Context: an optimization exercise on an open-source flow, tuned for small area. The choices shown serve that exercise and are no tape-out recipe. The RTL was checked by simulation tests, not by an equivalence proof against the original design. The flow treats the clock pin as an ideal source, which a real chip does not have. Power is estimated from default activity; no workload was simulated.

## design/flow/run.sh

```bash
#!/bin/bash
# synth_recipe.tcl (not shown) runs the flow's synth.tcl, then flattens the netlist and writes it again
# the make line also repeats each setting of config.mk as NAME=value (left out here)
make -C /OpenROAD-flow-scripts/flow DESIGN_CONFIG=/design/flow/config.mk WORK_HOME=/design/flow/orfs CLKGATE_MAP_FILE= SYNTH_SCRIPT=/design/flow/synth_recipe.tcl finish
```

## design/flow/design.v

```verilog
`timescale 1ns/1ps
`default_nettype none
module f2h_stream (
	input  wire         pll0_clock0,
	input  wire         master_reset_n,
	input  wire         apb_psel,
	input  wire         apb_penable,
	input  wire         apb_pwrite,
	input  wire [3:0]   apb_paddr,
	input  wire [31:0]  apb_pwdata,
	input  wire         aw_ready,
	input  wire         w_ready,
	input  wire [7:0]   b_id,
	input  wire [1:0]   b_resp,
	input  wire         b_valid,
	output logic [31:0] apb_prdata,
	output logic        apb_pready,
	output logic        apb_pslverr,
	output logic [7:0]  aw_id,
	output logic [31:0] aw_addr,
	output logic [3:0]  aw_len,
	output logic [2:0]  aw_size,
	output logic [1:0]  aw_burst,
	output logic [1:0]  aw_lock,
	output logic [3:0]  aw_cache,
	output logic [2:0]  aw_prot,
	output logic [4:0]  aw_user,
	output logic        aw_valid,
	output logic [7:0]  w_id,
	output logic [31:0] w_data,
	output logic [3:0]  w_strb,
	output logic        w_last,
	output logic        w_valid,
	output logic        b_ready,
	output logic        irq
);
	assign aw_id    = 8'd0;
	assign aw_size  = 3'd2;
	assign aw_burst = 2'b01;
	assign aw_lock  = 2'b00;
	assign aw_cache = 4'b1111;
	assign aw_prot  = 3'b000;
	assign aw_user  = 5'b11111;
	assign w_id     = 8'd0;
	assign w_strb   = 4'b1111;
	logic        wr;
	logic        mapped;
	logic [1:0]  rdy_reg;
	logic [31:0] addr_reg;
	logic [31:2] len_reg;        
	logic        addr_nz;        
	logic        len_nz;         
	logic        fill_done;
	logic        busy;
	logic        rdy_index;
	assign wr     = apb_penable && apb_pwrite;
	assign mapped = apb_paddr[1:0] == 2'd0;
	always_ff @(posedge pll0_clock0 or negedge master_reset_n) begin
		if (!master_reset_n) begin
			rdy_reg <= 2'd0;
			addr_nz <= 1'b0;
			len_nz  <= 1'b0;
		end else if (wr) begin
			case (apb_paddr)
				4'h0: rdy_reg <= apb_pwdata[1:0];
				4'h4: addr_nz <= |apb_pwdata;
				4'h8: len_nz  <= |apb_pwdata[31:2];
				default: ;
			endcase
		end
	end
	always_ff @(posedge pll0_clock0) begin
		if (wr && apb_paddr == 4'h4)
			addr_reg <= apb_pwdata;
		if (wr && apb_paddr == 4'h8)
			len_reg <= apb_pwdata[31:2];
	end
	logic [31:0] addr_val;
	logic [31:0] len_val;
	assign addr_val = addr_nz ? addr_reg : 32'd0;
	assign len_val  = len_nz ? {len_reg, 2'b00} : 32'd0;
	always_comb begin
		case (apb_paddr)
			4'h0:    apb_prdata = {30'd0, rdy_reg};
			4'h4:    apb_prdata = addr_val;
			4'h8:    apb_prdata = len_val;
			4'hC:    apb_prdata = {29'd0, rdy_index, busy, fill_done};
			default: apb_prdata = 32'd0;
		endcase
	end
	assign apb_pready  = 1'b1;
	assign apb_pslverr = !mapped;
	logic        wr_done;
	logic        cmd_enable;
	logic [2:0]  row_ptr;
	logic [1:0]  beat;
	logic [31:0] cmd_addr;
	logic [27:0] remain;
	logic [1:0]  tail_m1;        
	logic [1:0]  beats_m1;
	logic        start;
	logic        wr_idle;
	logic        remain_zero;
	logic        fill_end;
	logic        last_beat;
	assign start       = fill_done && !busy && rdy_reg[rdy_index];
	assign wr_idle     = !aw_valid && !w_valid && !b_ready && !wr_done;
	assign fill_end    = remain[6:0] == 7'd0;
	assign remain_zero = fill_end && remain[27:7] == 21'd0;
	assign beats_m1    = remain_zero ? tail_m1 : 2'd3;
	assign last_beat   = beat == beats_m1;
	logic [27:0] remain_base;
	logic        remain_dec;
	assign remain_base = start ? len_reg[31:4] : remain;
	assign remain_dec  = start ? (len_reg[3:2] == 2'd0) : (wr_done || !fill_done);
	always_ff @(posedge pll0_clock0 or negedge master_reset_n) begin
		if (!master_reset_n) begin
			remain[6:0] <= 7'd71;
		end else begin
			remain[6:0] <= remain_base[6:0] - {6'd0, remain_dec};
		end
	end
	always_ff @(posedge pll0_clock0) begin
		remain[27:7] <= remain_base[27:7] - {20'd0, remain_dec && remain_base[6:0] == 7'd0};
		if (start) begin
			tail_m1  <= len_reg[3:2] - 2'd1;
			cmd_addr <= 32'h8000_0000 + addr_val;
		end else if (wr_done) begin
			cmd_addr[31:4] <= cmd_addr[31:4] + 28'd1;
		end
		if (wr_idle)
			beat <= 2'd0;
		else if (w_valid && w_ready)
			beat <= beat + 2'd1;
	end
	always_ff @(posedge pll0_clock0 or negedge master_reset_n) begin
		if (!master_reset_n) begin
			fill_done  <= 1'b0;
			cmd_enable <= 1'b0;
			row_ptr    <= 3'd0;
			busy       <= 1'b0;
			rdy_index  <= 1'b0;
			irq        <= 1'b0;
			aw_valid   <= 1'b0;
			w_valid    <= 1'b0;
			b_ready    <= 1'b0;
			wr_done    <= 1'b0;
		end else begin
			if (fill_end)
				fill_done <= 1'b1;
			if (start) begin
				busy       <= 1'b1;
				cmd_enable <= len_nz;
			end else if (wr_done) begin
				row_ptr <= row_ptr + 3'd1;
				if (remain_zero) begin
					cmd_enable <= 1'b0;
					irq        <= 1'b1;
				end
			end
			if (busy && !rdy_reg[rdy_index]) begin
				irq       <= 1'b0;
				busy      <= 1'b0;
				rdy_index <= ~rdy_index;
			end
			wr_done <= 1'b0;
			if (wr_idle && cmd_enable)
				aw_valid <= 1'b1;
			if (aw_valid && aw_ready) begin
				aw_valid <= 1'b0;
				w_valid  <= 1'b1;
			end
			if (w_valid && w_ready && last_beat) begin
				w_valid <= 1'b0;
				b_ready <= 1'b1;
			end
			if (b_ready && b_valid) begin
				b_ready <= 1'b0;
				wr_done <= 1'b1;
			end
		end
	end
	assign aw_addr = cmd_addr;
	assign aw_len  = {2'b00, beats_m1};
	assign w_last  = last_beat;
	assign w_data  = {10'd0, row_ptr, beat, 1'b1, 10'd0, row_ptr, beat, 1'b0};
endmodule
`default_nettype wire
```

## design/flow/config.mk

```make
export PLATFORM = sky130hd
export DESIGN_NAME = f2h_stream
export DESIGN_NICKNAME = f2h_stream
export VERILOG_FILES = /design/flow/design.v
export SDC_FILE = /design/flow/constraint.sdc
export NUM_CORES = 4
export LEC_CHECK = 0
export CAP_MARGIN = 20
export CORE_MARGIN = 2
export CORE_UTILIZATION = 40
export SLEW_MARGIN = 20
```

## design/flow/constraint.sdc

```tcl
create_clock -name core_clock -period 8.0 [get_ports {pll0_clock0}]
set_input_delay 1.6000 -clock core_clock [delete_from_list [all_inputs] [get_ports {pll0_clock0}]]
set_output_delay 1.6000 -clock core_clock [all_outputs]
set_load 0.01 [all_outputs]
```

==> results of run 1 <==
worst max-delay path by stage:
stage / start / end / slack (ns)
4_1_cts: apb_paddr[3] / apb_prdata[16] / 1.92
6_report: apb_paddr[3] / apb_prdata[16] / 1.94
2_1_floorplan: apb_paddr[2] / apb_prdata[10] / 3.76
5_1_grt: apb_paddr[3] / apb_prdata[12] / 1.81
3_5_place_dp: apb_paddr[3] / apb_prdata[16] / 1.97
3_3_place_gp: apb_paddr[3] / apb_prdata[16] / 1.93
cell type report:
type	instances	area, um2	area share, %
multi-input combinational	500	3090	33.3
clock buffer	25	475	5.14
timing repair buffer	131	1290	13.9
sequential	142	3920	42.4
inverter	16	60.1	0.649
clock inverter	7	135	1.46
tap	229	287	3.10
synth_stat cells, types with 2 or more instances:
library cell / number
nor2_1: 64
nand2_1: 31
o31ai_1: 2
nor3_1: 22
xor2_1: 28
inv_1: 15
dfstp_2: 4
clkbuf_1: 21
a32oi_1: 28
conb_1: 2
nand4_1: 14
o21ai_0: 39
a21boi_0: 2
o211ai_1: 2
and4_1: 5
nand3_1: 46
buf_2: 4
nor4b_1: 2
dfrtp_1: 19
nand3b_1: 4
and3_1: 2
mux2_2: 7
a22oi_1: 4
xnor2_1: 33
ha_1: 7
mux2i_1: 28
and2_1: 7
nor4_1: 16
or2b_1: 2
a31oi_1: 5
nor3b_1: 2
edfxtp_1: 96
buf_1: 3
a21oi_1: 9
or3_1: 6
buf_4: 69
nor2b_1: 6
dfxtp_1: 23
stage by stage:
| stage | worst slack (ns) | instances | total power [mW] |
|---|---|---|---|
| after floorplan | 3.76 | 755 | 1.68 |
| after global placement | 1.93 | 1018 | 1.97 |
| after detailed placement | 1.97 | 1018 | 1.99 |
| after CTS | 1.92 | 1050 | 2.83 |
| after global routing | 1.81 | 1050 | 2.97 |
| final | 1.94 | 1050 | 2.81 |
report_power, final:
part / leakage, nW / internal [mW] / switching, mW / total (mW)
Sequential: 1.35 / 1.00 / 0.178 / 1.18
Combinational: 1.64 / 0.375 / 0.426 / 0.801
Clock: 0.299 / 0.537 / 0.295 / 0.832
placed cells by master (no fill, tap or decap), types with 5 or more instances in the layout:
cell             synthesis  layout
clkdlybuf4s50_1          0     123
edfxtp_1                96      96
nor2_1                  64      64
conb_1                   2      64
nand3_1                 46      46
o21ai_0                 39      39
xnor2_1                 33      33
nand2_1                 31      29
a32oi_1                 28      28
mux2i_1                 28      28
xor2_1                  28      28
dfxtp_1                 23      23
nor3_1                  22      22
dfrtp_1                 19      19
clkbuf_16                0      17
nor4_1                  16      16
inv_1                   15      14
nand4_1                 14      14
a21oi_1                  9       9
and2_1                   7       7
mux2_2                   7       7
ha_1                     7       7
buf_4                   69       7
or3_1                    6       6
clkbuf_1                21       6
nor2b_1                  6       5
a31oi_1                  5       5
and4_1                   5       5
routing by layer:
metal | routed length [um] | up-vias | track usage, %
li1 | - | 2646 | -
met1 | 8720 | 2836 | 27.9
met2 | 9480 | 287 | 33.4
met3 | 1410 | 38 | 4.21
met4 | 594 | 0 | 8.68
met5 | 0 | - | 0
cell families (layout without fill, tap and decap cells):
family	count (synthesis)	in the layout	synth area share [%]
mux	35	35	4.82
fa+ha+maj	7	7	1.17
compound gates	98	98	8.79
buf+inv	113	179	9.23
xor+xnor	61	61	7.16
flops	142	142	52.6
simple gates	235	235	16.1
other cells	2	64	0.101
==> summary.txt, run 1 <==
Status
  • Status: timing/DRC/antenna clean

Synthesis
  • #FFs+latches synth: 142
  • Post-synthesis cell count: 693
  • Largest cells by area after synthesis: edfxtp_1 39%, buf_4 6.9%, dfrtp_1 6.4%
  • Sequential area share after synthesis: 52.6%
  • Syn avg cell area: 10.8 um2
  • EDFF count, synth: 96
  • Post-synth top area share: 38.7%
  • Async set-reset flop share out of synthesis: 16.2%
  • Area leader, netlist: edfxtp_1
  • Netlist cell types: 52
  • Top_reg_cell synth: edfxtp_1
  • Netlist Area Pre-Place: 0.00746 mm2
  • Warnings, synthesis: 1

Clock tree
  • Clock Sinks: 142
  • Clock slew at reported path FFs: 0.06 ns
  • CTS root buf: clkbuf_16
  • Setup repair bufs after CTS: 0
  • Cts-stage hold buffer count: 0
  • Htree depth: 4
  • CTS max path bufs: 2
  • Clock Latency Late Sink: 0.42 ns
  • CTS tree: built
  • CTS resizes: 0
  • Num CTS Buffers: 17

Routing
  • Number of remaining DRC errors: 0
  • 1st-pass router iterations: 5
  • Final ANT Viol Nets: 0
  • Starting DRT DRC Count: 446
  • DR vias: 5807
  • Vias per cell: 5.53
  • Final wirelength: 20200 um
  • WL/cell: 19.2 um

Timing
  • Fin Hold WS: 0.508 ns
  • Final period utilization: 75.7%
  • Fin. max-slew vios: 0
  • Slew HR: 30.2%
  • Final Critical Period: 6.06 ns
  • F_max: 165 MHz
  • Setup tns final: 0 ns
  • Clk_skew: 0.0111 ns
  • Worst Max-Slew Pin Slew: 1.04 ns
  • Final setup violation count: 0
  • Unrepaired setup endpoints after global routing: no
  • Final hold viol count: 0

Floorplan
  • Die Ht: 141 um
  • Row count: 49
  • Core area: 0.0181 mm2
  • Die W: 141 um
  • Initial Util: 41.1%
  • I/O pin count: 200
  • Die area: 0.0198 mm2

Run
  • MaxCap Viol Count: 0

Critical path
  • Reg2Reg Launch Point: rdy_index
  • Crit path kind: input pin to primary output
  • Worst setup EP type: primary output
  • Cell family with most CP delay: buffers and inverters
  • Reg2Reg Depth: 11
  • Worst path required time: 6.40 ns
  • Crit path buffers/inverters: 3
  • CP max-delay cell: and3_1
  • Worst Path Max Fanout: 24
  • CP Cell Sequence: clkdlybuf4s50_1 > nor2b_1 > and3_1 > buf_4 > a32oi_1 > nor2_1 > clkdlybuf4s50_1
  • Crit path depth: 7
  • Critical Path AT: 4.46 ns
  • Max stage delay on crit path: 0.85 ns
  • Nature of the critical path startpoint: input pin
  • Worst R2R End: remain[27]
  • R2r setup slk: 4.15 ns
  • Most used cell, CP: clkdlybuf4s50_1

Layout
  • Area grow syn2layout: 24.1%
  • Diodes inserted: 0
  • Design area: 0.00926 mm2
  • Final nets: 869
  • # fillers: 1632
  • Final core utilization: 51.0%
  • Fraction of layout cells with a size suffix above 1: 6.70%

GRT
  • GRT overflow: 0
  • Largest net degree at the start of global routing: 79
  • GRT Total Usage: 20.9%
  • Initial antenna violation count: 0
  • First-pass GRT wire length: 31600 um
  • Vias in the first global route: 5653

Pwr
  • Peak VDD IR: 163 uV
  • Leakage dissipation: 3.29 nW
  • Power Dens Cells: 304 mW/mm2

Min path
  • Min-delay worst type: flop to flop
  • Hold_sp: row_ptr[2]
  • Min-Delay Endpoint: row_ptr[2]
  • WHS Path Cells: 1

Place
  • DP Area: 0.00864 mm2
  • Port Buffers: 124
  • Final HPWL DP: 14400 um
  • Final Wtd Congestion: 0.861
==> run 2: changes to the inputs <==
--- a/design/flow/design.v
+++ b/design/flow/design.v
@@ -50,4 +50,4 @@
 	logic [31:2] len_reg;        
-	logic        addr_nz;        
-	logic        len_nz;         
+	logic        addr_wr;        
+	logic        len_wr;         
 	logic        fill_done;
@@ -60,4 +60,4 @@
 			rdy_reg <= 2'd0;
-			addr_nz <= 1'b0;
-			len_nz  <= 1'b0;
+			addr_wr <= 1'b0;
+			len_wr  <= 1'b0;
 		end else if (wr) begin
@@ -65,4 +65,4 @@
 				4'h0: rdy_reg <= apb_pwdata[1:0];
-				4'h4: addr_nz <= |apb_pwdata;
-				4'h8: len_nz  <= |apb_pwdata[31:2];
+				4'h4: addr_wr <= 1'b1;
+				4'h8: len_wr  <= 1'b1;
 				default: ;
@@ -79,4 +79,4 @@
 	logic [31:0] len_val;
-	assign addr_val = addr_nz ? addr_reg : 32'd0;
-	assign len_val  = len_nz ? {len_reg, 2'b00} : 32'd0;
+	assign addr_val = addr_wr ? addr_reg : 32'd0;
+	assign len_val  = len_wr ? {len_reg, 2'b00} : 32'd0;
 	always_comb begin
@@ -97,3 +97,2 @@
 	logic [31:0] cmd_addr;
-	logic [27:0] remain;
 	logic [1:0]  tail_m1;        
@@ -102,24 +101,38 @@
 	logic        wr_idle;
+	logic        last_beat;
+	assign start     = fill_done && !busy && rdy_reg[rdy_index];
+	assign wr_idle   = !aw_valid && !w_valid && !b_ready && !wr_done;
+	assign beats_m1  = remain_zero ? tail_m1 : 2'd3;
+	assign last_beat = beat == beats_m1;
+	logic [28:0] up_cnt;
+	logic [28:0] up_base;
+	logic [29:0] up_carry;
+	logic [28:0] up_next;
+	logic        fill_end;
 	logic        remain_zero;
-	logic        fill_end;
-	logic        last_beat;
-	assign start       = fill_done && !busy && rdy_reg[rdy_index];
-	assign wr_idle     = !aw_valid && !w_valid && !b_ready && !wr_done;
-	assign fill_end    = remain[6:0] == 7'd0;
-	assign remain_zero = fill_end && remain[27:7] == 21'd0;
-	assign beats_m1    = remain_zero ? tail_m1 : 2'd3;
-	assign last_beat   = beat == beats_m1;
-	logic [27:0] remain_base;
-	logic        remain_dec;
-	assign remain_base = start ? len_reg[31:4] : remain;
-	assign remain_dec  = start ? (len_reg[3:2] == 2'd0) : (wr_done || !fill_done);
+	assign up_base     = start ? {1'b1, ~len_reg[31:4]} : up_cnt;
+	assign up_carry[0] = start ? (len_reg[3:2] == 2'd0) : (wr_done || !fill_done);
+	for (genvar i = 0; i < 29; i++) begin : g_up
+		assign up_next[i]    = up_base[i] ^ up_carry[i];
+		assign up_carry[i+1] = up_base[i] & up_carry[i];
+	end
+	assign fill_end    = &up_cnt[6:0];
+	assign remain_zero = &up_cnt[27:0];
+	assign cmd_enable  = busy && up_cnt[28];
 	always_ff @(posedge pll0_clock0 or negedge master_reset_n) begin
-		if (!master_reset_n) begin
-			remain[6:0] <= 7'd71;
-		end else begin
-			remain[6:0] <= remain_base[6:0] - {6'd0, remain_dec};
-		end
+		if (!master_reset_n)
+			up_cnt[6:0] <= 7'd56;
+		else
+			up_cnt[6:0] <= up_next[6:0];
+	end
+	logic [27:0] addr_next;
+	logic [28:0] addr_carry;
+	assign addr_carry[0] = wr_done;
+	for (genvar i = 0; i < 28; i++) begin : g_addr
+		assign addr_next[i]    = cmd_addr[i+4] ^ addr_carry[i];
+		assign addr_carry[i+1] = cmd_addr[i+4] & addr_carry[i];
 	end
 	always_ff @(posedge pll0_clock0) begin
-		remain[27:7] <= remain_base[27:7] - {20'd0, remain_dec && remain_base[6:0] == 7'd0};
+		up_cnt[27:7] <= up_next[27:7];
+		up_cnt[28]   <= up_next[28] && !(start && !len_wr);
 		if (start) begin
@@ -127,6 +140,6 @@
 			cmd_addr <= 32'h8000_0000 + addr_val;
-		end else if (wr_done) begin
-			cmd_addr[31:4] <= cmd_addr[31:4] + 28'd1;
+		end else begin
+			cmd_addr[31:4] <= addr_next;
 		end
-		if (wr_idle)
+		if (start)
 			beat <= 2'd0;
@@ -138,3 +151,2 @@
 			fill_done  <= 1'b0;
-			cmd_enable <= 1'b0;
 			row_ptr    <= 3'd0;
@@ -151,10 +163,7 @@
 			if (start) begin
-				busy       <= 1'b1;
-				cmd_enable <= len_nz;
+				busy <= 1'b1;
 			end else if (wr_done) begin
 				row_ptr <= row_ptr + 3'd1;
-				if (remain_zero) begin
-					cmd_enable <= 1'b0;
-					irq        <= 1'b1;
-				end
+				if (remain_zero)
+					irq <= 1'b1;
 			end
==> design/flow/flow/run.sh (new file) <==
#!/bin/bash
# Own layout flow: the standard synthesis unchanged, then the
# standard ORFS steps with three changes to how the layout is made:
#  - port buffers use the smallest buffer cell (buf_1),
#  - constant outputs keep synthesis's single tie cell per value
#    instead of one tie cell per port,
#  - clock tree from clkbuf_4 cells without dummy loads.
set -euo pipefail
bash standard.sh synth > synth.log 2>&1
bash standard.sh \
	"BUFFER_PORTS_ARGS=-buffer_cell sky130_fd_sc_hd__buf_1" \
	SKIP_REPAIR_TIE_FANOUT=1 \
	"CTS_ARGS=-sink_clustering_enable -repair_clock_nets -dont_use_dummy_load -buf_list sky130_fd_sc_hd__clkbuf_4" \
	finish > layout.log 2>&1
==> design/flow/standard.sh (new file) <==
#!/bin/bash
# synth_recipe.tcl (not shown) runs the flow's synth.tcl, then flattens the netlist and writes it again
# the make line also repeats each setting of config.mk as NAME=value (left out here)
make -C /OpenROAD-flow-scripts/flow DESIGN_CONFIG=/design/flow/config.mk WORK_HOME=/design/flow/orfs CLKGATE_MAP_FILE= SYNTH_SCRIPT=/design/flow/synth_recipe.tcl "${@:-finish}"
removed: design/flow/run.sh
==> run 2 against run 1 <==
  * Area after synthesis shrank 12%
  * Die area decreased by 11%
  * Sequential power fell by 28%
  * Via count down 27%
  * Sequential share of layout area up 11 points
  * Combinational power fell by 81%
  * Largest power group unchanged
==> summary.txt, run 2 <==
GRT
  • Grt met3 use: 4.54% (was 4.21%)
  • Grt peak-use layer: met2 (unchanged)
  • GRT Total Usage: 16.7% (was 20.9%)
  • Largest net degree at the start of global routing: 64 (was 79)
  • Initial antenna violation count: 1 (was 0)
  • Met1 usage: 19.9% (was 27.9%)
  • Vias in the first global route: 4451 (was 5653)
  • First-pass GRT wire length: 22800 um (was 31600 um)
  • GRT overflow: 0 (unchanged)
  • Grt met2 use: 29.6% (was 33.4%)

Clock tree
  • CTS max path bufs: 2 (unchanged)
  • CTS root buf: clkbuf_4 (was clkbuf_16)
  • Setup repair bufs after CTS: 0 (unchanged)
  • CTS tree: built (unchanged)
  • Clock Sinks: 142 (unchanged)
  • Num CTS Buffers: 17 (unchanged)
  • Cts-stage hold buffer count: 0 (unchanged)
  • Clock slew at reported path FFs: 0.12 ns (was 0.06 ns)
  • CTS resizes: 0 (unchanged)
  • Htree depth: 4 (unchanged)
  • Clock Latency Late Sink: 0.54 ns (was 0.42 ns)

Critical path
  • Critical Path AT: 7.31 ns (was 4.46 ns)
  • Worst setup EP type: flop (was primary output)
  • Reg2Reg Launch Point: rdy_index (unchanged)
  • Crit path from: rdy_index (was apb_paddr[3])
  • Max stage delay on crit path: 0.51 ns (was 0.85 ns)
  • Reg2Reg Depth: 34 (was 11)
  • Crit path kind: flop to flop (was input pin to primary output)
  • Most used cell, CP: ha_1 (was clkdlybuf4s50_1)
  • CP max-delay cell: nand3b_4 (was and3_1)
  • Worst path required time: 8.41 ns (was 6.40 ns)
  • R2r setup slk: 1.10 ns (was 4.15 ns)
  • Worst Path Max Fanout: 47 (was 24)
  • Nature of the critical path startpoint: flop (was input pin)

Synthesis
  • Top_reg_cell synth: edfxtp_1 (unchanged)
  • EDFF count, synth: 68 (was 96)
  • Post-synth top area share: 31.0% (was 38.7%)
  • Post-synthesis cell count: 566 (was 693)
  • Netlist Area Pre-Place: 0.00659 mm2 (was 0.00746 mm2)
  • Syn avg cell area: 11.6 um2 (was 10.8 um2)
  • Netlist cell types: 48 (was 52)
  • Most frequent cells after synthesis: 89 x nand2_1, 73 x buf_4, 68 x edfxtp_1 (was 96 x edfxtp_1, 69 x buf_4, 64 x nor2_1)
  • Most numerous cell in the Yosys netlist: nand2_1 (was edfxtp_1)
  • Warnings, synthesis: 1 (unchanged)
  • #FFs+latches synth: 142 (unchanged)
  • Sequential area share after synthesis: 55.2% (was 52.6%)
  • Area leader, netlist: edfxtp_1 (unchanged)
  • Largest cells by area after synthesis: edfxtp_1 31%, dfxtp_1 16%, ha_1 11% (was edfxtp_1 39%, buf_4 6.9%, dfrtp_1 6.4%)
  • Async set-reset flop share out of synthesis: 15.5% (was 16.2%)

Place
  • Port Buffers: 124 (unchanged)
  • Final HPWL DP: 9930 um (was 14400 um)
  • Worst slack, placed: 1.09 ns (was 1.97 ns)
  • Dpl cells: 816 (was 1018)
  • Final Wtd Congestion: 0.787 (was 0.861)

Routing
  • Number of remaining DRC errors: 0 (unchanged)
  • Vias per cell: 5.10 (was 5.53)
  • 1st-pass router iterations: 6 (was 5)
  • Final wirelength: 14100 um (was 20200 um)
  • Starting DRT DRC Count: 229 (was 446)
  • DR vias: 4256 (was 5807)
  • Final ANT Viol Nets: 0 (unchanged)
  • WL/cell: 16.9 um (was 19.2 um)

Layout
  • Final core utilization: 42.7% (was 51.0%)
  • Final nets: 730 (was 869)
  • Register Area: 0.00364 mm2 (was 0.00392 mm2)
  • Multi-input logic area: 0.00225 mm2 (was 0.00309 mm2)
  • Area grow syn2layout: 3.70% (was 24.1%)
  • Most frequent cells in the layout: 124 x buf_1, 89 x nand2_1, 68 x edfxtp_1, 57 x ha_1, 52 x dfxtp_1 (was 123 x clkdlybuf4s50_1, 96 x edfxtp_1, 64 x nor2_1, 64 x conb_1, 46 x nand3_1)
  • Most common cell after layout, fill and taps aside: buf_1 (was clkdlybuf4s50_1)
  • Fraction of layout cells with a size suffix above 1: 7.62% (was 6.70%)
  • Finished Layout Cells: 834 (was 1050)
  • # fillers: 1603 (was 1632)

Pwr
  • Clock power frac: 23.8% (was 29.6%)
  • Power Dens Cells: 191 mW/mm2 (was 304 mW/mm2)
  • Pint: 947 uW (was 1.92 mW)
  • Switching share of power: 27.5% (was 31.9%)
  • NetSw: 360 uW (was 899 uW)
  • Sequential Power Share: 64.8% (was 42.0%)
  • Leakage dissipation: 2.81 nW (was 3.29 nW)
  • Peak VDD IR: 98.3 uV (was 163 uV)
  • Logic pwr share: 11.4% (was 28.5%)
  • Total power: 1.31 mW (was 2.81 mW)

Floorplan
  • Initial Util: 41.2% (was 41.1%)
  • Row count: 46 (was 49)
  • Die area: 0.0175 mm2 (was 0.0198 mm2)
  • I/O pin count: 200 (unchanged)
  • Die W: 132 um (was 141 um)
  • Core area: 0.0160 mm2 (was 0.0181 mm2)
  • Die Ht: 132 um (was 141 um)

Timing
  • Clk_skew: 0.0365 ns (was 0.0111 ns)
  • Final setup violation count: 0 (unchanged)
  • Final Critical Period: 6.90 ns (was 6.06 ns)
  • Unrepaired setup endpoints after global routing: no (unchanged)
  • Final period utilization: 86.3% (was 75.7%)
  • F_max: 145 MHz (was 165 MHz)
  • Final hold viol count: 0 (unchanged)
  • Fin. max-slew vios: 0 (unchanged)
  • Setup tns final: 0 ns (unchanged)
  • Slew HR: 40.8% (was 30.2%)
  • Min setup slack post-route: 1.10 ns (was 1.94 ns)
  • Worst Max-Slew Pin Slew: 0.888 ns (was 1.04 ns)

Run
  • MaxCap Viol Count: 0 (unchanged)

Min path
  • Hold_sp: addr_reg[31] (was row_ptr[2])
  • WHS Path Cells: 1 (unchanged)
  • Min-delay worst type: flop to flop (unchanged)

Status
  • Status: timing/DRC/antenna clean (unchanged)
## run 2: cell count changes in the layout (fill, tap and decap cells not counted), moves of 29 or more
cell             delta
dfxtp_1            +29
buf_1             +124
clkdlybuf4s50_1   -123
conb_1             -62
xnor2_1            -31
nor2_1             -54
ha_1               +50
nand2_1            +60
## run 2: metal layers
metal / routed length (um) / part of all wire (%) / vias to the layer above
met3: 720 / 5.1 / 11
met1: 6070 / 43 / 2071
met2: 7160 / 51 / 119
li1: - / - / 2055
met5: 0 / 0 / -
met4: 133 / 0.94 / 0
## run 2: path summary, 6_finish.rpt
check	endpoint
worst max-delay path	up_cnt[28]
worst min register to register	cmd_addr[31]
max in group asynchronous	up_cnt[4]
worst min-delay path	cmd_addr[31]
worst max register to register	up_cnt[28]
min in group asynchronous	row_ptr[0]
## run 2: layout make-up
cell class,count,share of cell area [%]
antenna,1,0.0366
sequential,142,53.3
clock buffer,17,1.87
timing repair buffer,130,7.47
multi-input combinational,320,33.0
tap,216,3.95
inverter,8,0.439
## run 2: kinds of logic after synthesis
kind of cell | Yosys count | synth area share [%]
AND/OR/NAND/NOR | 172 | 12.7
flip-flops | 142 | 55.2
buffers and inverters | 104 | 10.8
AO/OA/AOI/OAI | 77 | 8.58
adder cells (fa/ha/maj) | 57 | 10.8
XOR/XNOR | 6 | 0.797
multiplexers | 6 | 0.987
other | 2 | 0.114
## run 2: critical path, delay by kind of cell, from the launching register on
kind	cells	cell delay (ns)
flops	1	0.43
compound gates	1	0.07
fa+ha+maj	28	5.09
simple gates	4	1.01
mux	1	0.18
## run 2: through the flow
stage | cell area (um2) | hold slack [ns]
after floorplan | 6590 | 0.443
after CTS | 6830 | 0.481
after global placement | 6700 | 0.461
after global routing | 6840 | 0.504
final | 6840 | 0.481
after detailed placement | 6700 | 0.463
## run 2: power by group through the flow
stage / Combinational (mW) / Clock [mW] / Sequential [mW]
6_report: 0.149 / 0.311 / 0.846
5_1_grt: 0.167 / 0.355 / 0.853
4_1_cts: 0.151 / 0.325 / 0.846
3_5_place_dp: 0.150 / 0 / 0.862
3_3_place_gp: 0.148 / 0 / 0.859
2_1_floorplan: 0.142 / 0 / 0.842
==> run 3: changes to the inputs <==
--- a/design/flow/design.v
+++ b/design/flow/design.v
@@ -81,11 +81,11 @@
 	assign len_val  = len_wr ? {len_reg, 2'b00} : 32'd0;
-	always_comb begin
-		case (apb_paddr)
-			4'h0:    apb_prdata = {30'd0, rdy_reg};
-			4'h4:    apb_prdata = addr_val;
-			4'h8:    apb_prdata = len_val;
-			4'hC:    apb_prdata = {29'd0, rdy_index, busy, fill_done};
-			default: apb_prdata = 32'd0;
-		endcase
-	end
+	logic sel_rdy, sel_addr, sel_len, sel_status;
+	assign sel_rdy    = apb_paddr == 4'h0;
+	assign sel_addr   = apb_paddr == 4'h4 && addr_wr;
+	assign sel_len    = apb_paddr == 4'h8 && len_wr;
+	assign sel_status = apb_paddr == 4'hC;
+	assign apb_prdata = ({32{sel_addr}} & addr_reg)
+	                  | ({32{sel_len}} & {len_reg, 2'b00})
+	                  | {30'd0, {2{sel_rdy}} & rdy_reg}
+	                  | {29'd0, {3{sel_status}} & {rdy_index, busy, fill_done}};
 	assign apb_pready  = 1'b1;
@@ -112,3 +112,3 @@
 	logic        remain_zero;
-	assign up_base     = start ? {1'b1, ~len_reg[31:4]} : up_cnt;
+	assign up_base     = ({29{start}} & {1'b1, ~len_reg[31:4]}) | ({29{!start}} & up_cnt);
 	assign up_carry[0] = start ? (len_reg[3:2] == 2'd0) : (wr_done || !fill_done);
@@ -127,8 +127,14 @@
 	end
+	logic [31:0] addr_base;
 	logic [27:0] addr_next;
 	logic [28:0] addr_carry;
+	logic        load_addr;
+	assign load_addr     = start && addr_wr;
+	assign addr_base     = ({32{load_addr}} & {~addr_reg[31], addr_reg[30:0]})
+	                     | {start && !addr_wr, 31'd0}
+	                     | ({32{!start}} & cmd_addr);
 	assign addr_carry[0] = wr_done;
 	for (genvar i = 0; i < 28; i++) begin : g_addr
-		assign addr_next[i]    = cmd_addr[i+4] ^ addr_carry[i];
-		assign addr_carry[i+1] = cmd_addr[i+4] & addr_carry[i];
+		assign addr_next[i]    = addr_base[i+4] ^ addr_carry[i];
+		assign addr_carry[i+1] = addr_base[i+4] & addr_carry[i];
 	end
@@ -137,8 +143,5 @@
 		up_cnt[28]   <= up_next[28] && !(start && !len_wr);
-		if (start) begin
-			tail_m1  <= len_reg[3:2] - 2'd1;
-			cmd_addr <= 32'h8000_0000 + addr_val;
-		end else begin
-			cmd_addr[31:4] <= addr_next;
-		end
+		if (start)
+			tail_m1 <= len_reg[3:2] - 2'd1;
+		cmd_addr <= {addr_next, addr_base[3:0]};
 		if (start)
--- a/design/flow/flow/run.sh
+++ b/design/flow/flow/run.sh
@@ -6,3 +6,3 @@
 #    instead of one tie cell per port,
-#  - clock tree from clkbuf_4 cells without dummy loads.
+#  - clock tree: a clkbuf_16 root and clkbuf_4 branches, no dummy loads.
 set -euo pipefail
@@ -12,3 +12,3 @@
 	SKIP_REPAIR_TIE_FANOUT=1 \
-	"CTS_ARGS=-sink_clustering_enable -repair_clock_nets -dont_use_dummy_load -buf_list sky130_fd_sc_hd__clkbuf_4" \
+	"CTS_ARGS=-sink_clustering_enable -repair_clock_nets -dont_use_dummy_load -root_buf sky130_fd_sc_hd__clkbuf_16 -buf_list sky130_fd_sc_hd__clkbuf_4" \
 	finish > layout.log 2>&1
==> run 3 against run 2 <==
  * Still clean
  * Global-route usage is 0.46 points higher
  * Sequential share of layout area fell by 0.36 points
  * Sequential cell count is the same
  * Critical path type unchanged
  * Largest cell class unchanged
  * Largest power group unchanged
==> summary.txt, run 3 <==
Critical path
  • Nature of the critical path startpoint: flop (unchanged)
  • Worst path required time: 8.24 ns (was 8.41 ns)
  • Most used cell, CP: ha_1 (unchanged)
  • Worst setup EP type: flop (unchanged)
  • CP max-delay cell: dfrtp_1 (was nand3b_4)
  • Critical Path AT: 7.49 ns (was 7.31 ns)
  • Crit path kind: flop to flop (unchanged)
  • Worst Path Max Fanout: 40 (was 47)
  • Max stage delay on crit path: 0.42 ns (was 0.51 ns)

Synthesis
  • Top_reg_cell synth: edfxtp_1 (unchanged)
  • Netlist cell types: 42 (was 48)
  • #FFs+latches synth: 142 (unchanged)
  • Async set-reset flop share out of synthesis: 15.5% (unchanged)
  • Warnings, synthesis: 1 (unchanged)
  • Post-synth top area share: 29.7% (was 31.0%)
  • Most numerous cell in the Yosys netlist: nand2_1 (unchanged)
  • Largest cells by area after synthesis: edfxtp_1 30%, dfxtp_1 17%, ha_1 11% (was edfxtp_1 31%, dfxtp_1 16%, ha_1 11%)
  • Post-synthesis cell count: 568 (was 566)
  • Sequential area share after synthesis: 55.6% (was 55.2%)
  • EDFF count, synth: 64 (was 68)
  • Netlist Area Pre-Place: 0.00646 mm2 (was 0.00659 mm2)
  • Syn avg cell area: 11.4 um2 (was 11.6 um2)
  • Most frequent cells after synthesis: 101 x nand2_1, 72 x buf_4, 64 x edfxtp_1 (was 89 x nand2_1, 73 x buf_4, 68 x edfxtp_1)
  • Area leader, netlist: edfxtp_1 (unchanged)

Routing
  • Number of remaining DRC errors: 0 (unchanged)
  • 1st-pass router iterations: 5 (was 6)
  • Starting DRT DRC Count: 311 (was 229)
  • Final wirelength: 14300 um (was 14100 um)
  • WL/cell: 17.0 um (was 16.9 um)
  • Vias per cell: 5.05 (was 5.10)
  • DR vias: 4247 (was 4256)
  • Final ANT Viol Nets: 0 (unchanged)

Timing
  • Setup tns final: 0 ns (unchanged)
  • Worst Max-Slew Pin Slew: 0.865 ns (was 0.888 ns)
  • Final setup violation count: 0 (unchanged)
  • Final period utilization: 90.6% (was 86.3%)
  • Unrepaired setup endpoints after global routing: no (unchanged)
  • Final hold viol count: 0 (unchanged)
  • F_max: 138 MHz (was 145 MHz)
  • Final Critical Period: 7.25 ns (was 6.90 ns)
  • Fin Hold WS: 0.446 ns (was 0.481 ns)
  • Clk_skew: 0.0343 ns (was 0.0365 ns)
  • Fin. max-slew vios: 0 (unchanged)
  • Slew HR: 41.8% (was 40.8%)

GRT
  • GRT overflow: 0 (unchanged)
  • Vias in the first global route: 4439 (was 4451)
  • First-pass GRT wire length: 22900 um (was 22800 um)
  • GRT Total Usage: 17.1% (was 16.7%)
  • Largest net degree at the start of global routing: 48 (was 64)
  • Initial antenna violation count: 0 (was 1)

Clock tree
  • CTS root buf: clkbuf_16 (was clkbuf_4)
  • Htree depth: 4 (unchanged)
  • Clock Latency Late Sink: 0.38 ns (was 0.54 ns)
  • Clock slew at reported path FFs: 0.09 ns (was 0.12 ns)
  • Num CTS Buffers: 17 (unchanged)
  • Clock Sinks: 142 (unchanged)
  • CTS tree: built (unchanged)
  • CTS max path bufs: 2 (unchanged)
  • Cts-stage hold buffer count: 0 (unchanged)
  • CTS resizes: 0 (unchanged)
  • Setup repair bufs after CTS: 0 (unchanged)

Pwr
  • Pint: 961 uW (was 947 uW)
  • Power Dens Cells: 193 mW/mm2 (was 191 mW/mm2)
  • NetSw: 350 uW (was 360 uW)
  • Switching share of power: 26.7% (was 27.5%)
  • Peak VDD IR: 172 uV (was 98.3 uV)
  • Clock power frac: 25.3% (was 23.8%)
  • Logic pwr share: 12.2% (was 11.4%)
  • Sequential Power Share: 62.5% (was 64.8%)
  • Leakage dissipation: 2.88 nW (was 2.81 nW)

Floorplan
  • Die Ht: 131 um (was 132 um)
  • I/O pin count: 200 (unchanged)
  • Die W: 131 um (was 132 um)
  • Initial Util: 40.8% (was 41.2%)
  • Die area: 0.0172 mm2 (was 0.0175 mm2)
  • Core area: 0.0158 mm2 (was 0.0160 mm2)
  • Row count: 46 (unchanged)

Status
  • Status: timing/DRC/antenna clean (unchanged)

Place
  • Final HPWL DP: 10100 um (was 9930 um)
  • Final Wtd Congestion: 0.807 (was 0.787)
  • Dpl cells: 823 (was 816)
  • Port Buffers: 124 (unchanged)
  • DP Area: 0.00663 mm2 (was 0.00670 mm2)

Layout
  • Most common cell after layout, fill and taps aside: buf_1 (unchanged)
  • # fillers: 1513 (was 1603)
  • Diodes inserted: 0 (was 1)
  • Area grow syn2layout: 5.19% (was 3.70%)
  • Design area: 0.00680 mm2 (was 0.00684 mm2)
  • Finished Layout Cells: 841 (was 834)
  • Most frequent cells in the layout: 124 x buf_1, 101 x nand2_1, 64 x edfxtp_1, 57 x ha_1, 56 x dfxtp_1 (was 124 x buf_1, 89 x nand2_1, 68 x edfxtp_1, 57 x ha_1, 52 x dfxtp_1)
  • Final nets: 738 (was 730)
  • Fraction of layout cells with a size suffix above 1: 7.04% (was 7.62%)

Min path
  • Min-delay worst type: flop to flop (unchanged)

Run
  • MaxCap Viol Count: 0 (unchanged)
==> run 3: cell types whose count changed in the layout (fill, tap and decap cells not counted), moves of 4 or more <==
| cell | before | now |
|---|---|---|
| a32o_1 | 29 | 0 |
| a22o_1 | 1 | 29 |
| nand2_1 | 89 | 101 |
| dfxtp_1 | 52 | 56 |
| edfxtp_1 | 68 | 64 |
| o21ai_0 | 27 | 31 |
| o21ai_1 | 4 | 0 |
==> run 3: cell families (layout without fill, tap and decap cells) <==
family,Yosys count,in the layout,synth area share [%]
simple gates,178,178,12.7
other cells,2,2,0.116
buf+inv,103,160,10.6
xor+xnor,6,6,0.813
mux,6,6,0.987
fa+ha+maj,57,57,11.0
compound gates,74,74,8.07
flops,142,142,55.6
==> run 3: metal layers <==
metal / vias up / part of all wire (%) / track usage [%]
met5: - / 0 / 0
met1: 2022 / 43 / 22.0
met3: 10 / 7.5 / 5.63
li1: 2052 / - / -
met4: 0 / 0.95 / 4.71
met2: 163 / 48 / 27.9
==> run 3: cell type report <==
class | count | area, um2 | share of cell area, %
clock buffer | 17 | 145 | 2.13
inverter | 10 | 40.0 | 0.589
multi-input combinational | 323 | 2190 | 32.3
sequential | 142 | 3600 | 52.9
tap | 216 | 270 | 3.97
timing repair buffer | 133 | 553 | 8.13
==> run 3: final timing paths <==
check | cells past startpoint | start | slack, ns | endpoint
worst max-delay path | 33 | rdy_index | 0.75 | up_cnt[28]
worst min-delay path | 2 | cmd_addr[3] | 0.45 | cmd_addr[3]
worst max register to register | 33 | rdy_index | 0.75 | up_cnt[28]
worst min register to register | 2 | cmd_addr[3] | 0.45 | cmd_addr[3]
max in group asynchronous | 2 | master_reset_n | 6.48 | up_cnt[5]
min in group asynchronous | 2 | master_reset_n | 1.19 | rdy_reg[0]
==> run 3: critical path, delay by kind of cell, from the launching register on <==
family          cells  cell delay, ns
simple gates        2            0.37
buf+inv             1            0.38
compound gates      2            0.22
fa+ha+maj          27            5.40
flops               1            0.42
mux                 1            0.32
==> run 3: through the flow <==
step,setup WS [ns],utilization [%],total power [mW]
floorplan,1.33,-,0.966
global placement,0.887,41.9,0.991
detailed placement,0.721,41.9,0.997
CTS,0.696,42.8,1.32
global route,0.357,43.0,1.37
finish,0.754,43.0,1.31
==> run 3: power by group through the flow <==
stage,Combinational (mW),Sequential (mW),Clock [mW]
finish,0.159,0.820,0.332
global route,0.177,0.825,0.371
CTS,0.160,0.820,0.342
detailed placement,0.160,0.837,0
global placement,0.156,0.835,0
floorplan,0.128,0.838,0
==> run 4: changes to the inputs <==
==> design/flow/flow/run.sh (replaced) <==
#!/bin/bash
# Own layout flow: the standard synthesis unchanged, then the
# standard ORFS steps with these changes to how the layout is made:
#  - port buffers use the smallest buffer cell (buf_1),
#  - constant outputs keep synthesis's single tie cell per value
#    instead of one tie cell per port,
#  - clock tree: a clkbuf_16 root and clkbuf_4 branches, no dummy loads;
#    after CTS, branches whose clock pins see a slow slew become
#    clkbuf_8 (flow/post_cts.tcl).
set -euo pipefail
bash standard.sh synth > synth.log 2>&1
bash standard.sh \
	"BUFFER_PORTS_ARGS=-buffer_cell sky130_fd_sc_hd__buf_1" \
	SKIP_REPAIR_TIE_FANOUT=1 \
	"CTS_ARGS=-sink_clustering_enable -repair_clock_nets -dont_use_dummy_load -root_buf sky130_fd_sc_hd__clkbuf_16 -buf_list sky130_fd_sc_hd__clkbuf_4" \
	"POST_CTS_TCL=$PWD/flow/post_cts.tcl" \
	finish > layout.log 2>&1
==> design/flow/flow/post_cts.tcl (new file) <==
# Upsize the clock tree's clkbuf_4 branch buffers whose flip-flop clock
# pins see a slow slew, then legalize the placement again.
estimate_parasitics -placement
set upsized 0
foreach inst [get_cells -filter "ref_name == sky130_fd_sc_hd__clkbuf_4"] {
  set net [get_nets -of_objects [get_pins [get_name $inst]/X]]
  set worst 0
  foreach pin [get_pins -of_objects $net -filter "direction == input"] {
    foreach edge {rise fall} {
      set s [get_property $pin slew_max_$edge]
      if {$s > $worst} { set worst $s }
    }
  }
  if {$worst > 0.100} {
    puts "upsize [get_name $inst]: clock pin slew [format %.3f $worst]"
    replace_cell $inst sky130_fd_sc_hd__clkbuf_8
    incr upsized
  }
}
puts "Upsized $upsized clock buffers"
if {$upsized > 0} {
  detailed_placement
  check_placement -verbose
}
==> run 4 against run 3 <==
  * Largest power group unchanged
  * Clock skew fell by 0.0024 ns
  * Cell count did not move
  * Sequential power barely moved
  * Clock-buffer cell count did not move
  * Sequential cell count did not move
  * Combinational power barely moved
  * Critical endpoint unchanged
  * Die area did not move
  * First-iteration DRC count fell by 1.9%
  * Power rose by 3.2%
  * Register-to-register slack barely moved
  * Critical path depth did not move
==> summary.txt, run 4 <==
Critical path
  • Most used cell, CP: ha_1 (unchanged)
  • CP max-delay cell: dfrtp_1 (unchanged)
  • Reg2Reg Depth: 33 (unchanged)
  • Worst R2R End: up_cnt[28] (unchanged)
  • Crit path kind: flop to flop (unchanged)
  • Critical Path AT: 7.50 ns (was 7.49 ns)
  • Cell family with most CP delay: adder cells (unchanged)
  • Reg2Reg Launch Point: rdy_index (unchanged)
  • Crit path from: rdy_index (unchanged)
  • Worst path required time: 8.25 ns (was 8.24 ns)
  • Crit path buffers/inverters: 1 (unchanged)
  • Worst setup EP type: flop (unchanged)
  • Max stage delay on crit path: 0.42 ns (about the same)
  • Nature of the critical path startpoint: flop (unchanged)
  • R2r setup slk: 0.76 ns (was 0.75 ns)
  • Worst Path Max Fanout: 40 (unchanged)

Floorplan
  • I/O pin count: 200 (unchanged)
  • Initial Util: 40.8% (unchanged)
  • Die area: 0.0172 mm2 (unchanged)
  • Core area: 0.0158 mm2 (unchanged)
  • Row count: 46 (unchanged)
  • Die W: 131 um (unchanged)
  • Die Ht: 131 um (unchanged)

GRT
  • Initial antenna violation count: 0 (unchanged)
  • GRT Total Usage: 17.2% (was 17.1%)
  • GRT overflow: 0 (unchanged)
  • First-pass GRT wire length: 23000 um (was 22900 um)
  • Vias in the first global route: 4452 (was 4439)
  • Largest net degree at the start of global routing: 48 (unchanged)

Routing
  • Number of remaining DRC errors: 0 (unchanged)
  • Final wirelength: 14300 um (about the same)
  • Starting DRT DRC Count: 305 (was 311)
  • Vias per cell: 5.13 (was 5.05)
  • Final ANT Viol Nets: 0 (unchanged)
  • 1st-pass router iterations: 5 (unchanged)
  • WL/cell: 17.0 um (about the same)
  • DR vias: 4316 (was 4247)

Synthesis
  • Most numerous cell in the Yosys netlist: nand2_1 (unchanged)
  • Netlist cell types: 42 (unchanged)
  • Post-synthesis cell count: 568 (unchanged)
  • Most frequent cells after synthesis: 101 x nand2_1, 72 x buf_4, 64 x edfxtp_1 (unchanged)
  • Async set-reset flop share out of synthesis: 15.5% (unchanged)
  • Netlist Area Pre-Place: 0.00646 mm2 (unchanged)
  • Sequential area share after synthesis: 55.6% (unchanged)
  • Largest cells by area after synthesis: edfxtp_1 30%, dfxtp_1 17%, ha_1 11% (unchanged)
  • Syn avg cell area: 11.4 um2 (unchanged)
  • Area leader, netlist: edfxtp_1 (unchanged)
  • Post-synth top area share: 29.7% (unchanged)
  • Top_reg_cell synth: edfxtp_1 (unchanged)
  • Warnings, synthesis: 1 (unchanged)
  • #FFs+latches synth: 142 (unchanged)
  • EDFF count, synth: 64 (unchanged)

Timing
  • Slew HR: 42.4% (was 41.8%)
  • F_max: 138 MHz (about the same)
  • Final Critical Period: 7.24 ns (was 7.25 ns)
  • Worst Max-Slew Pin Slew: 0.857 ns (was 0.865 ns)
  • Clk_skew: 0.0319 ns (was 0.0343 ns)
  • Setup tns final: 0 ns (unchanged)
  • Final period utilization: 90.5% (was 90.6%)
  • Fin Hold WS: 0.441 ns (was 0.446 ns)
  • Unrepaired setup endpoints after global routing: no (unchanged)
  • Final setup violation count: 0 (unchanged)
  • Final hold viol count: 0 (unchanged)
  • Fin. max-slew vios: 0 (unchanged)

Place
  • DP Area: 0.00663 mm2 (unchanged)
  • Final Wtd Congestion: 0.807 (unchanged)
  • Final HPWL DP: 10100 um (unchanged)
  • Port Buffers: 124 (unchanged)
  • Dpl cells: 823 (unchanged)

Pwr
  • Pint: 998 uW (was 961 uW)
  • Switching share of power: 26.2% (was 26.7%)
  • Peak VDD IR: 187 uV (was 172 uV)
  • Power Dens Cells: 198 mW/mm2 (was 193 mW/mm2)
  • Total power: 1.35 mW (was 1.31 mW)
  • Clock power frac: 27.6% (was 25.3%)
  • Leakage dissipation: 2.90 nW (was 2.88 nW)
  • NetSw: 354 uW (was 350 uW)
  • Sequential Power Share: 60.6% (was 62.5%)
  • Logic pwr share: 11.8% (was 12.2%)

Clock tree
  • CTS tree: built (unchanged)
  • Clock Latency Late Sink: 0.37 ns (was 0.38 ns)
  • Clock slew at reported path FFs: 0.09 ns (about the same)
  • Clock Sinks: 142 (unchanged)

Min path
  • Hold_sp: cmd_addr[0] (was cmd_addr[3])
  • Min-delay worst type: flop to flop (unchanged)
  • Min-Delay Endpoint: cmd_addr[0] (was cmd_addr[3])
  • WHS Path Cells: 2 (unchanged)

Layout
  • # fillers: 1515 (was 1513)
  • Final nets: 738 (unchanged)
  • Finished Layout Cells: 841 (unchanged)
  • Fraction of layout cells with a size suffix above 1: 7.04% (unchanged)
  • Most common cell after layout, fill and taps aside: buf_1 (unchanged)
  • Most frequent cells in the layout: 124 x buf_1, 101 x nand2_1, 64 x edfxtp_1, 57 x ha_1, 56 x dfxtp_1 (unchanged)
  • Area grow syn2layout: 5.86% (was 5.19%)
  • Design area: 0.00684 mm2 (was 0.00680 mm2)
  • Diodes inserted: 0 (unchanged)

Run
  • MaxCap Viol Count: 0 (unchanged)

Status
  • Status: timing/DRC/antenna clean (unchanged)
==> run 4: area by class of cell <==
cell class / count / area (um2) / area share (%)
flip-flops and latches: 142 / 3600 / 52.6
repair buffers: 133 / 553 / 8.08
multi-input cells: 323 / 2190 / 32.1
clock buffers: 17 / 189 / 2.76
inverters: 10 / 40.0 / 0.585
well taps: 216 / 270 / 3.95
==> run 4: power by group through the flow <==
| stage | clock, mW | sequential, mW | combinational (mW) |
|---|---|---|---|
| 2_1_floorplan | 0 | 0.838 | 0.128 |
| 3_3_place_gp | 0 | 0.835 | 0.156 |
| 3_5_place_dp | 0 | 0.837 | 0.160 |
| 5_1_grt | 0.412 | 0.825 | 0.177 |
| 6_report | 0.373 | 0.820 | 0.160 |
==> run 4: logic make-up (layout without fill, tap and decap cells) <==
family / after synthesis / in the layout / share of synthesized area, %
buffers and inverters: 103 / 160 / 10.6
xor gates and xnor gates: 6 / 6 / 0.813
muxes: 6 / 6 / 0.987
DFF: 142 / 142 / 55.6
adders and majority gates: 57 / 57 / 11.0
other: 2 / 2 / 0.116
AOI/OAI and AO/OA: 74 / 74 / 8.07
and+or+nand+nor: 178 / 178 / 12.7
==> run 4: how the worst max path moves through the flow <==
stage / slack (ns) / cells after the start / to
final: 0.76 / 33 / up_cnt[28]
after global routing: 0.36 / 33 / up_cnt[28]
after detailed placement: 0.72 / 33 / up_cnt[28]
after global placement: 0.89 / 33 / up_cnt[28]
after floorplan: 1.33 / 36 / up_cnt[28]
==> run 4: per-layer routing <==
metal	track usage (%)	up-vias	share of wire [%]
met3	5.17	14	6.9
met5	0	-	0
met2	27.9	152	48
met4	5.80	0	0.89
met1	22.0	2096	44
li1	-	2054	-
==> run 4: worst reg2reg max path, delay by kind of cell, from the launching register on <==
kind / cells / cell delay (ns)
adder cells (fa/ha/maj): 27 / 5.42
multiplexers: 1 / 0.32
flip-flops: 1 / 0.42
buffers and inverters: 1 / 0.38
AND/OR/NAND/NOR: 2 / 0.37
AO/OA/AOI/OAI: 2 / 0.22
==> run 4: per-stage QoR <==
step	utilization, %	setup WS, ns
2_1_floorplan	-	1.33
3_3_place_gp	41.9	0.887
3_5_place_dp	41.9	0.721
5_1_grt	43.2	0.356
6_report	43.2	0.756
==> run 5: changes to the inputs <==
--- a/design/flow/flow/post_cts.tcl
+++ b/design/flow/flow/post_cts.tcl
@@ -13,3 +13,3 @@
   }
-  if {$worst > 0.100} {
+  if {$worst > 0.115} {
     puts "upsize [get_name $inst]: clock pin slew [format %.3f $worst]"
==> run 5 against run 4 <==
  * First-iteration DRC count grew 14%
  * Via count shrank 1.5%
  * Register-to-register slack is essentially flat
  * Clock power shrank 6.4%
  * Critical path depth is the same
  * Sequential power is essentially flat
  * Critical path type unchanged
==> summary.txt, run 5 <==
Pwr
  • Sequential Power Share: 61.7% (was 60.6%)
  • Power Dens Cells: 195 mW/mm2 (was 198 mW/mm2)
  • Pint: 977 uW (was 998 uW)
  • Leakage dissipation: 2.89 nW (was 2.90 nW)
  • Clock power frac: 26.3% (was 27.6%)
  • Total power: 1.33 mW (was 1.35 mW)
  • Logic pwr share: 12.0% (was 11.8%)
  • NetSw: 351 uW (was 354 uW)
  • Peak VDD IR: 179 uV (was 187 uV)
  • Switching share of power: 26.5% (was 26.2%)

GRT
  • First-pass GRT wire length: 23000 um (about the same)
  • GRT Total Usage: 17.2% (about the same)
  • Vias in the first global route: 4441 (was 4452)
  • Initial antenna violation count: 0 (unchanged)
  • GRT overflow: 0 (unchanged)
  • Largest net degree at the start of global routing: 48 (unchanged)

Synthesis
  • Warnings, synthesis: 1 (unchanged)
  • Largest cells by area after synthesis: edfxtp_1 30%, dfxtp_1 17%, ha_1 11% (unchanged)
  • EDFF count, synth: 64 (unchanged)
  • #FFs+latches synth: 142 (unchanged)
  • Netlist Area Pre-Place: 0.00646 mm2 (unchanged)
  • Most frequent cells after synthesis: 101 x nand2_1, 72 x buf_4, 64 x edfxtp_1 (unchanged)
  • Area leader, netlist: edfxtp_1 (unchanged)
  • Syn avg cell area: 11.4 um2 (unchanged)
  • Sequential area share after synthesis: 55.6% (unchanged)
  • Post-synth top area share: 29.7% (unchanged)
  • Netlist cell types: 42 (unchanged)
  • Post-synthesis cell count: 568 (unchanged)
  • Async set-reset flop share out of synthesis: 15.5% (unchanged)
  • Top_reg_cell synth: edfxtp_1 (unchanged)
  • Most numerous cell in the Yosys netlist: nand2_1 (unchanged)

Critical path
  • Nature of the critical path startpoint: flop (unchanged)
  • Cell family with most CP delay: adder cells (unchanged)
  • Critical Path AT: 7.50 ns (about the same)
  • Most used cell, CP: ha_1 (unchanged)
  • CP max-delay cell: dfrtp_1 (unchanged)
  • Crit path kind: flop to flop (unchanged)
  • Worst path required time: 8.25 ns (about the same)
  • Crit path buffers/inverters: 1 (unchanged)
  • Worst Path Max Fanout: 40 (unchanged)
  • Max stage delay on crit path: 0.42 ns (about the same)
  • Worst setup EP type: flop (unchanged)

Floorplan
  • I/O pin count: 200 (unchanged)
  • Row count: 46 (unchanged)
  • Initial Util: 40.8% (unchanged)
  • Die area: 0.0172 mm2 (unchanged)
  • Die W: 131 um (unchanged)
  • Core area: 0.0158 mm2 (unchanged)
  • Die Ht: 131 um (unchanged)

Layout
  • # fillers: 1512 (was 1515)
  • Diodes inserted: 0 (unchanged)
  • Fraction of layout cells with a size suffix above 1: 7.04% (unchanged)
  • Area grow syn2layout: 5.48% (was 5.86%)
  • Final nets: 738 (unchanged)
  • Design area: 0.00682 mm2 (was 0.00684 mm2)
  • Most frequent cells in the layout: 124 x buf_1, 101 x nand2_1, 64 x edfxtp_1, 57 x ha_1, 56 x dfxtp_1 (unchanged)
  • Most common cell after layout, fill and taps aside: buf_1 (unchanged)

Routing
  • Starting DRT DRC Count: 349 (was 305)
  • Final wirelength: 14300 um (about the same)
  • WL/cell: 17.0 um (about the same)
  • DR vias: 4252 (was 4316)
  • Vias per cell: 5.06 (was 5.13)
  • Final ANT Viol Nets: 0 (unchanged)
  • Number of remaining DRC errors: 0 (unchanged)
  • 1st-pass router iterations: 5 (unchanged)

Place
  • Final Wtd Congestion: 0.807 (unchanged)
  • Final HPWL DP: 10100 um (unchanged)
  • Worst slack, placed: 0.721 ns (unchanged)
  • Port Buffers: 124 (unchanged)
  • DP Area: 0.00663 mm2 (unchanged)

Timing
  • Fin. max-slew vios: 0 (unchanged)
  • Final setup violation count: 0 (unchanged)
  • Slew HR: 41.9% (was 42.4%)
  • Setup tns final: 0 ns (unchanged)
  • Min setup slack post-route: 0.750 ns (was 0.756 ns)
  • F_max: 138 MHz (about the same)
  • Final Critical Period: 7.25 ns (was 7.24 ns)
  • Worst Max-Slew Pin Slew: 0.864 ns (was 0.857 ns)
  • Final hold viol count: 0 (unchanged)
  • Unrepaired setup endpoints after global routing: no (unchanged)
  • Fin Hold WS: 0.445 ns (was 0.441 ns)
  • Final period utilization: 90.6% (was 90.5%)
  • Clk_skew: 0.0361 ns (was 0.0319 ns)

Clock tree
  • Clock Sinks: 142 (unchanged)
  • CTS tree: built (unchanged)
  • Clock Latency Late Sink: 0.38 ns (was 0.37 ns)
  • Clock slew at reported path FFs: 0.09 ns (about the same)

Status
  • Status: timing/DRC/antenna clean (unchanged)

Run
  • MaxCap Viol Count: 0 (unchanged)

Min path
  • Min-delay worst type: flop to flop (unchanged)
[run 5: cell count changes in the layout (fill, tap and decap cells not counted)]
cell | before | now
clkbuf_4 | 9 | 13
clkbuf_8 | 7 | 3
[run 5: per-layer routing]
layer  part of all wire (%)  global-route usage (%)  vias up
li1                       -                       -     2053
met4                    1.0                    4.71        0
met1                     44                    22.1     2034
met5                      0                       0        -
met3                    7.1                    5.63       12
met2                     48                    27.9      153
[run 5: kinds of logic (layout without fill, tap and decap cells)]
| kind of cell | after synthesis | in the layout | share of synthesized area, % |
|---|---|---|---|
| other | 2 | 2 | 0.116 |
| buffers and inverters | 103 | 160 | 10.6 |
| AO/OA/AOI/OAI | 74 | 74 | 8.07 |
| AND/OR/NAND/NOR | 178 | 178 | 12.7 |
| multiplexers | 6 | 6 | 0.987 |
| adder cells (fa/ha/maj) | 57 | 57 | 11.0 |
| XOR/XNOR | 6 | 6 | 0.813 |
| flip-flops | 142 | 142 | 55.6 |
[run 5: metrics by stage]
stage | util, % | std cells
2_1_floorplan | - | 568
3_3_place_gp | 41.9 | 823
3_5_place_dp | 41.9 | 823
5_1_grt | 43.1 | 841
6_report | 43.1 | 841
[run 5: final cells by class]
class / count / area (um2) / area share, %
inverters: 10 / 40.0 / 0.587
well taps: 216 / 270 / 3.96
repair buffers: 133 / 553 / 8.11
clock buffers: 17 / 164 / 2.40
multi-input cells: 323 / 2190 / 32.2
flip-flops and latches: 142 / 3600 / 52.8
[run 5: power by group through the flow]
stage	Sequential [mW]	Combinational [mW]	Clock, mW
final	0.820	0.160	0.349
after global routing	0.825	0.177	0.390
after detailed placement	0.837	0.160	0
after global placement	0.835	0.156	0
after floorplan	0.838	0.128	0
[run 5: worst min-delay path, stage by stage, from the launching register on]
cell,delay [ns]
dfxtp_1,0.32
nand2_1,0.05
nand2_1,0.04
[run 5: worst paths after layout]
kind	slack, ns	end	depth (start not counted)	start
max in group asynchronous	6.49	up_cnt[5]	2	master_reset_n
hold reg to reg	0.45	cmd_addr[3]	2	cmd_addr[3]
hold / removal	0.45	cmd_addr[3]	2	cmd_addr[3]
setup / recovery	0.75	up_cnt[28]	33	rdy_index
min in group asynchronous	1.19	rdy_reg[0]	2	master_reset_n
setup reg to reg	0.75	up_cnt[28]	33	rdy_index
==> run 6: changes to the inputs <==
--- a/design/flow/flow/run.sh
+++ b/design/flow/flow/run.sh
@@ -8,3 +8,3 @@
 #    after CTS, branches whose clock pins see a slow slew become
-#    clkbuf_8 (flow/post_cts.tcl).
+#    clkbuf_8 (flow/post_cts.tcl);
 set -euo pipefail
--- a/design/flow/config.mk
+++ b/design/flow/config.mk
@@ -7,5 +7,5 @@
 export LEC_CHECK = 0
-export CAP_MARGIN = 20
+export CAP_MARGIN = 5
 export CORE_MARGIN = 2
 export CORE_UTILIZATION = 40
-export SLEW_MARGIN = 20
+export SLEW_MARGIN = 5
==> run 6 against run 5 <==
  * Synthesized cell count stayed put
  * First-iteration DRC count is 7.7% lower
  * Sequential cell count stayed put
  * Die area stayed put
  * Critical path type unchanged
==> summary.txt, run 6 <==
Synthesis
  • Simple-Gate Fraction of Synth Area: 12.7% (unchanged)
  • Area leader, netlist: edfxtp_1 (unchanged)
  • Compound-Gate Fraction of Synth Area: 8.07% (unchanged)
  • Warnings, synthesis: 1 (unchanged)
  • Most frequent cells after synthesis: 101 x nand2_1, 72 x buf_4, 64 x edfxtp_1 (unchanged)
  • #FFs+latches synth: 142 (unchanged)
  • EDFF count, synth: 64 (unchanged)
  • Netlist cell types: 42 (unchanged)
  • Post-synthesis cell count: 568 (unchanged)
  • Async set-reset flop share out of synthesis: 15.5% (unchanged)
  • Largest family of logic cells by synthesized area: simple AND/OR/NAND/NOR gates (unchanged)
  • Largest cells by area after synthesis: edfxtp_1 30%, dfxtp_1 17%, ha_1 11% (unchanged)
  • Top_reg_cell synth: edfxtp_1 (unchanged)
  • Syn avg cell area: 11.4 um2 (unchanged)
  • Sequential area share after synthesis: 55.6% (unchanged)
  • Post-synth top area share: 29.7% (unchanged)
  • Most numerous cell in the Yosys netlist: nand2_1 (unchanged)
  • Netlist Area Pre-Place: 0.00646 mm2 (unchanged)
  • XOR/XNOR share of the synthesized area: 0.813% (unchanged)
  • Mux share of post-synthesis cell area: 0.987% (unchanged)
  • Adder-cell share of the synthesized area: 11.0% (unchanged)

Critical path
  • Most used cell, CP: ha_1 (unchanged)
  • Nature of the critical path startpoint: flop (unchanged)
  • Crit path kind: flop to flop (unchanged)
  • Max stage delay on crit path: 0.43 ns (was 0.42 ns)
  • Worst path required time: 8.25 ns (about the same)
  • CP max-delay cell: dfrtp_1 (unchanged)
  • Critical Path AT: 7.49 ns (was 7.50 ns)
  • Worst setup EP type: flop (unchanged)
  • Worst Path Max Fanout: 40 (unchanged)

GRT
  • GRT Total Usage: 17.2% (unchanged)
  • First-pass GRT wire length: 23000 um (unchanged)
  • Largest net degree at the start of global routing: 48 (unchanged)
  • GRT overflow: 0 (unchanged)
  • Initial antenna violation count: 0 (unchanged)
  • Vias in the first global route: 4441 (unchanged)

Routing
  • Vias per cell: 5.07 (was 5.06)
  • Starting DRT DRC Count: 322 (was 349)
  • Final wirelength: 14200 um (was 14300 um)
  • Number of remaining DRC errors: 0 (unchanged)
  • 1st-pass router iterations: 5 (unchanged)
  • Final ANT Viol Nets: 0 (unchanged)
  • DR vias: 4257 (was 4252)
  • WL/cell: 16.9 um (was 17.0 um)

Pwr
  • Total power: 1.33 mW (about the same)
  • Peak VDD IR: 179 uV (about the same)
  • Power Dens Cells: 196 mW/mm2 (was 195 mW/mm2)
  • Leakage dissipation: 2.88 nW (was 2.89 nW)

Timing
  • Final hold viol count: 0 (unchanged)
  • Worst Max-Slew Pin Slew: 1.06 ns (was 0.864 ns)
  • Slew HR: 29.3% (was 41.9%)
  • Unrepaired setup endpoints after global routing: no (unchanged)
  • Setup tns final: 0 ns (unchanged)
  • Fin. max-slew vios: 0 (unchanged)
  • Final Critical Period: 7.24 ns (was 7.25 ns)
  • Final setup violation count: 0 (unchanged)
  • Final period utilization: 90.5% (was 90.6%)
  • Clk_skew: 0.0353 ns (was 0.0361 ns)
  • F_max: 138 MHz (about the same)

Floorplan
  • Die W: 131 um (unchanged)
  • Die Ht: 131 um (unchanged)
  • Initial Util: 40.8% (unchanged)
  • Core area: 0.0158 mm2 (unchanged)
  • I/O pin count: 200 (unchanged)
  • Die area: 0.0172 mm2 (unchanged)
  • Row count: 46 (unchanged)

Clock tree
  • CTS tree: built (unchanged)
  • Clock Latency Late Sink: 0.37 ns (was 0.38 ns)
  • Clock slew at reported path FFs: 0.11 ns (was 0.09 ns)
  • Clock Sinks: 142 (unchanged)

Place
  • Final Wtd Congestion: 0.807 (unchanged)
  • DP Area: 0.00663 mm2 (unchanged)
  • Port Buffers: 124 (unchanged)
  • Dpl cells: 823 (unchanged)
  • Final HPWL DP: 10100 um (unchanged)

Layout
  • Finished Layout Cells: 840 (was 841)
  • Most common cell after layout, fill and taps aside: buf_1 (unchanged)
  • Diodes inserted: 0 (unchanged)
  • # fillers: 1515 (was 1512)
  • Final nets: 737 (was 738)
  • Fraction of layout cells with a size suffix above 1: 6.89% (was 7.04%)
  • Design area: 0.00679 mm2 (was 0.00682 mm2)
  • Final core utilization: 42.9% (was 43.1%)
  • Most frequent cells in the layout: 124 x buf_1, 101 x nand2_1, 64 x edfxtp_1, 57 x ha_1, 56 x dfxtp_1 (unchanged)
  • Area grow syn2layout: 5.05% (was 5.48%)

Run
  • MaxCap Viol Count: 0 (unchanged)

Status
  • Status: timing/DRC/antenna clean (unchanged)

Min path
  • Min-delay worst type: flop to flop (unchanged)
run 6: changes by cell type in the layout (fill, tap and decap cells not counted), sizes merged:
| cell | change |
|---|---|
| buf | -1 |
run 6: critical path: cells and delay by family, from the launching register on:
family / cells / cell delay [ns]
AOI/OAI and AO/OA: 2 / 0.22
adders and majority gates: 27 / 5.40
buffers and inverters: 1 / 0.38
DFF: 1 / 0.43
muxes: 1 / 0.31
and+or+nand+nor: 2 / 0.38
run 6: final timing paths:
path                          endpoint      startpoint  slack (ns)  depth (start not counted)
max                         up_cnt[28]       rdy_index        0.76                         33
min                        cmd_addr[0]     cmd_addr[0]        0.45                          2
max reg2reg                 up_cnt[28]       rdy_index        0.76                         33
min reg2reg                cmd_addr[0]     cmd_addr[0]        0.45                          2
max in group asynchronous    up_cnt[5]  master_reset_n        6.49                          2
min in group asynchronous   rdy_reg[0]  master_reset_n        1.19                          2
run 6: through the flow:
stage,hold WS (ns),worst slack (ns)
after floorplan,0.454,1.33
after global placement,0.426,0.887
after detailed placement,0.435,0.721
after global routing,0.459,0.357
final,0.447,0.760
run 6: area by class of cell:
| class | instances | area (um2) | share of cell area (%) |
|---|---|---|---|
| multi-input combinational | 323 | 2190 | 32.3 |
| clock buffer | 17 | 164 | 2.41 |
| tap | 216 | 270 | 3.98 |
| timing repair buffer | 132 | 526 | 7.74 |
| sequential | 142 | 3600 | 53.0 |
| inverter | 10 | 40.0 | 0.590 |
run 6: kinds of logic after synthesis:
kind of cell	Yosys count
fa+ha+maj	57
xor+xnor	6
flops	142
other cells	2
simple gates	178
mux	6
buf+inv	103
compound gates	74
run 6: metal layers:
metal	vias up	routed length (um)	global-route usage, %
li1	2053	-	-
met1	2033	6240	22.1
met2	159	6800	27.9
met3	12	1040	5.63
met4	0	147	4.71
met5	-	0	0
run 6: report_power, final:
group	switching [mW]	internal (mW)
Sequential	0.0317	0.788
Combinational	0.103	0.0563
Clock	0.217	0.132
Total	0.352	0.976

what the ideal ports hide:
The flow's constraints put no driver on any port. The routed layouts listed below were extracted and timed again, unchanged, in two steps. Step 1, drivers: a clkbuf_16 drives pll0_clock0 and a buf_2 each remaining input, both assumed. Step 2 also shifts input and output timing later by t, the mid clock arrival at the registers, as if the neighbouring blocks saw the same clock. Three values: ideal, step 1, step 2; two values: the first two.
| run | t, ns | setup WS [ns] | cell pins on the clock port's net |
|---|---|---|---|
| run 1 | 0.462 | 1.941 / 1.912 / 1.912 | 1 |
| run 2 | 0.553 | 1.097 / 1.097 / 1.097 | 1 |
| run 3 | 0.393 | 0.754 / 0.754 / 0.754 | 1 |
| run 4 | 0.391 | 0.756 / 0.756 / 0.756 | 1 |
| run 5 | 0.395 | 0.750 / 0.750 / 0.750 | 1 |
| run 6 | 0.394 | 0.760 / 0.760 / 0.760 | 1 |
After both steps every run listed still meets setup and hold. For run 1, which loses most, drivers alone change the setup slack by -0.029 ns; drivers and shift together by -0.029 ns.
